What follows belongs to an exercise in optimizing a design on an open flow for small area, a short achievable clock period and few clock cycles per item; a production flow would make more cautious choices.
Only simulation tests tie the RTL to the original design; equivalence was not proved.
Power is estimated from default activity; no workload was simulated.

Setup of lagoon:
Design http_header_field_locator, start of the top module:
module http_header_field_locator (
  input  wire logic        clk,
  input  wire logic        rst_n,
  input  wire logic        in_valid,
  output logic             in_stall,
  input  wire logic [7:0]  in_data_byte,
  input  wire logic        in_last_byte,
  output logic             out_valid,
  input  wire logic        out_stall,
  output logic             out_parse_ok,
  output logic             out_resp_flag,
  output logic [1:0]       out_method_kind,
  output logic [15:0]      out_status_code,
  output logic [15:0]      out_uri_offset,
  output logic [15:0]      out_uri_length,
  output logic [15:0]      out_host_offset,
  output logic [15:0]      out_host_length,
  output logic [15:0]      out_agent_offset,
  output logic [15:0]      out_agent_length,
  output logic [15:0]      out_ctype_offset,
  output logic [15:0]      out_ctype_length
);
  logic       iv_r, il_r, ov_r, stall_r, step_r, fresh_r;
  logic [7:0] ib_r;
  logic       cr_r, le_r, sp_r, colon_r, digit_r;
  logic       pcr;                   
  logic       early_nxt;             
  logic       iv_nxt, il_nxt, ov_nxt, step_nxt, clear;
  assign in_stall = stall_r;
  always_comb begin
    iv_nxt = iv_r;
    il_nxt = il_r;
    if (in_valid && !stall_r) begin
      iv_nxt = 1'b1;
      il_nxt = in_last_byte;
    end else if (step_r) begin
      iv_nxt = 1'b0;
    end
    ov_nxt = ov_r;
    if (step_r && il_r) ov_nxt = 1'b1;
    else if (!out_stall) ov_nxt = 1'b0;
    step_nxt = iv_nxt && (!ov_nxt || (early_nxt && !il_nxt));
  end
  assign clear = (ov_r && !out_stall) || (fresh_r && step_r && !ov_r);
  always_ff @(posedge clk) begin
    if (!rst_n) begin
      iv_r <= 1'b0;
      ov_r <= 1'b0;
      stall_r <= 1'b0;
      step_r <= 1'b0;
      fresh_r <= 1'b1;
    end else begin
      iv_r <= iv_nxt;
      ov_r <= ov_nxt;
      stall_r <= iv_nxt && !step_nxt;
  ...
For scale: about 990 cells after synthesis, ~250 flip-flops, about 160 I/O pins, roughly 11,000 µm² of cells after synthesis.
make LEC_CHECK=0 ABC_AREA=1 CAP_MARGIN=20 CORE_AREA='2 2 168.09 168.09' CTS_CLUSTER_DIAMETER=80 CTS_CLUSTER_SIZE=32 DIE_AREA='0 0 170.09 170.09' SETUP_SLACK_MARGIN=2.1 SLEW_MARGIN=20 finish   # period 4.0 ns
run.sh (not shown) runs the stock make flow with config.mk's settings and CLKGATE_MAP_FILE= SYNTH_SCRIPT=/design/flow/synth_recipe.tcl, a recipe that flattens the netlist after the stock synthesis.
Testbench counts of lagoon, summed over its fixed seeds: cycles 57,812, bytes 57,796.
[inputs] juniper vs lagoon
--- a/flow/config.mk
+++ b/flow/config.mk
@@ -10,4 +10,4 @@
-export CORE_AREA = 2 2 168.09 168.09
-export CTS_CLUSTER_DIAMETER = 80
-export CTS_CLUSTER_SIZE = 32
-export DIE_AREA = 0 0 170.09 170.09
+export CORE_AREA = 2 2 238 93
+export CTS_CLUSTER_DIAMETER = 70
+export CTS_CLUSTER_SIZE = 24
+export DIE_AREA = 0 0 240 95
==> comparison <==
- The final reports for juniper and lagoon show sum of internal, switching and leakage power lower in the former.
- Of lagoon and juniper, lagoon shows the lower worst setup slack, with juniper above it.
- juniper ends up with a post-layout minimum cycle time that is 22 ps lower than in lagoon.
- Final-stage net count is higher on juniper
- Switching power share of the total: lower on juniper
- Taking lagoon as the reference, in juniper clock-buffer cell count has increased; cell area went down 61 µm²; area added between synthesis and finish went down by 0.57 points.
- Hold slack: juniper better than lagoon
- Going from lagoon to juniper, clock power shrank by a few percent.
- Clock network contribution to total cell area (lower): juniper
What xenon does differently from juniper at the input level:
--- a/flow/config.mk
+++ b/flow/config.mk
@@ -8 +8 @@
-export ABC_AREA = 1
+export ABC_AREA = 0
@@ -10,4 +10,2 @@
-export CORE_AREA = 2 2 238 93
-export CTS_CLUSTER_DIAMETER = 70
-export CTS_CLUSTER_SIZE = 24
-export DIE_AREA = 0 0 240 95
+export CORE_AREA = 2 2 168.09 168.09
+export DIE_AREA = 0 0 170.09 170.09
Findings:
Taking juniper as the reference, in xenon cell row count went up, number of fill cells increased 603, switching power now larger, number of standard cells in the layout, taps in and fillers out -68. On post-synthesis cell area, xenon does worse than juniper. xenon against juniper; count of plain and timing-repair buffers is up by more than 10%.
Here is what was changed in the inputs of zinc compared with xenon.
==> flow/flow/run.sh (new file) <==
#!/bin/bash
# The standard layout (standard.sh) with clock tree synthesis using larger
# sink clusters and no dummy loads.
set -euo pipefail
bash standard.sh 'CTS_ARGS=-sink_clustering_enable -repair_clock_nets -sink_clustering_size 24 -sink_clustering_max_diameter 70 -dont_use_dummy_load' finish > standard_finish.log 2>&1
==> flow/standard.sh (new file) <==
#!/bin/bash
# synth_recipe.tcl (not shown) runs the flow's synth.tcl, then flattens the netlist and writes it again
# the make line also repeats each setting of config.mk as NAME=value (left out here)
make -C /OpenROAD-flow-scripts/flow DESIGN_CONFIG=/design/flow/config.mk WORK_HOME=/design/flow/orfs CLKGATE_MAP_FILE= SYNTH_SCRIPT=/design/flow/synth_recipe.tcl "${@:-finish}"
--- a/flow/config.mk
+++ b/flow/config.mk
@@ -8 +8 @@
-export ABC_AREA = 0
+export ABC_AREA = 1
@@ -10,2 +10,2 @@
-export CORE_AREA = 2 2 168.09 168.09
-export DIE_AREA = 0 0 170.09 170.09
+export CORE_AREA = 2 2 148 148
+export DIE_AREA = 0 0 150 150
removed: flow/run.sh
--- outcome ---
- Area after detailed placement: zinc vs xenon down 0.60%
- Summary of zinc over xenon: met1 global-route usage increased by 8.8 points relative to the old numbers, first-pass GRT wire length decreased by 2.2% relative to the old numbers.
- Of xenon and zinc, the run reporting the higher combinational power was xenon.
- xenon -> zinc: final total power decreased by more than 10%
- zinc contains more vias than xenon.
- Wire: zinc routes less than xenon
- Diff xenon -> zinc | design area | down by a few percent
### zinc -> raven
==> flow/flow/run.sh <==
#!/bin/bash
# The standard layout (standard.sh) with clock tree synthesis using larger
# sink clusters and no dummy loads.
set -euo pipefail
bash standard.sh 'CTS_ARGS=-sink_clustering_enable -repair_clock_nets -sink_clustering_size 30 -sink_clustering_max_diameter 60 -dont_use_dummy_load' finish > standard_finish.log 2>&1
--- a/flow/config.mk
+++ b/flow/config.mk
@@ -10,2 +10,2 @@
-export CORE_AREA = 2 2 148 148
-export DIE_AREA = 0 0 150 150
+export CORE_AREA = 2 2 168.09 168.09
+export DIE_AREA = 0 0 170.09 170.09
Findings:
Maximum operating frequency: raven worse than zinc
raven vs zinc on setup slack after layout: raven is the lower one.
First-pass GRT wire length: raven vs zinc up about 0.8%
Number of buffers created by CTS: lower on zinc
In the tables for raven and zinc, clock buffer instance count of the final layout reads higher with raven.
Comparing raven and zinc, met1 track demand over resource is lower on raven.
raven has register-to-register slack below what zinc had.
Summary of the comparison: final cell count is higher in raven, relative to zinc.
Between raven and zinc, it is raven whose total chip power is higher, by 2.7%.
Average wire per standard cell: raven and zinc compared, higher one is zinc
Comparing the two runs side by side, raven comes out behind zinc on finished layout cell area.
[inputs] indigo vs raven
==> flow/run.sh (new file) <==
#!/bin/bash
# synth_recipe.tcl (not shown) runs the flow's synth.tcl, then flattens the netlist and writes it again
# the make line also repeats each setting of config.mk as NAME=value (left out here)
make -C /OpenROAD-flow-scripts/flow DESIGN_CONFIG=/design/flow/config.mk WORK_HOME=/design/flow/orfs CLKGATE_MAP_FILE= SYNTH_SCRIPT=/design/flow/synth_recipe.tcl finish
--- a/flow/config.mk
+++ b/flow/config.mk
@@ -10,2 +10,2 @@
-export CORE_AREA = 2 2 168.09 168.09
-export DIE_AREA = 0 0 170.09 170.09
+export CORE_AREA = 2 2 148 148
+export DIE_AREA = 0 0 150 150
removed: flow/flow/run.sh
removed: flow/standard.sh
Notes after the runs:
Total wirelength of the detailed-routed design: indigo vs raven up 660 µm. Lower area overhead of the layout relative to synthesis goes to raven over indigo. indigo: clock network power 44% above raven.

-- what the ideal ports hide --
The results above use ideal ports. As a check the final layouts listed here were re-extracted and re-timed, cells and wires unchanged. Step 1 (the two cells are an assumption about what drives the block):
set clk [get_ports {clk}]
set_driving_cell -lib_cell sky130_fd_sc_hd__clkbuf_16 $clk
set_driving_cell -lib_cell sky130_fd_sc_hd__buf_2 [delete_from_list [all_inputs] $clk]
Step 2 times the ports against the registers' clock, not the clock port: input delays grow and output delays shrink by t, the midpoint of the rising clock arrivals with the driver on. a / b / c = no drivers / after step 1 / after step 2; a / b = the first two.
run	t (ns)	setup slack, ns	pins driven straight from the clock port
lagoon	0.527	2.086 / 2.042 / 1.667	1
juniper	0.532	2.108 / 2.055 / 1.624	1
xenon	0.577	2.070 / 2.035 / 1.692	1
zinc	0.510	2.111 / 2.064 / 1.653	1
raven	0.535	2.075 / 2.034 / 1.647	1
indigo	0.567	2.084 / 2.039 / 1.638	1
After both steps setup and hold are still met in every run listed. The setup slack of juniper, which loses most, moves by -0.053 ns with the drivers and by -0.484 ns with both steps.
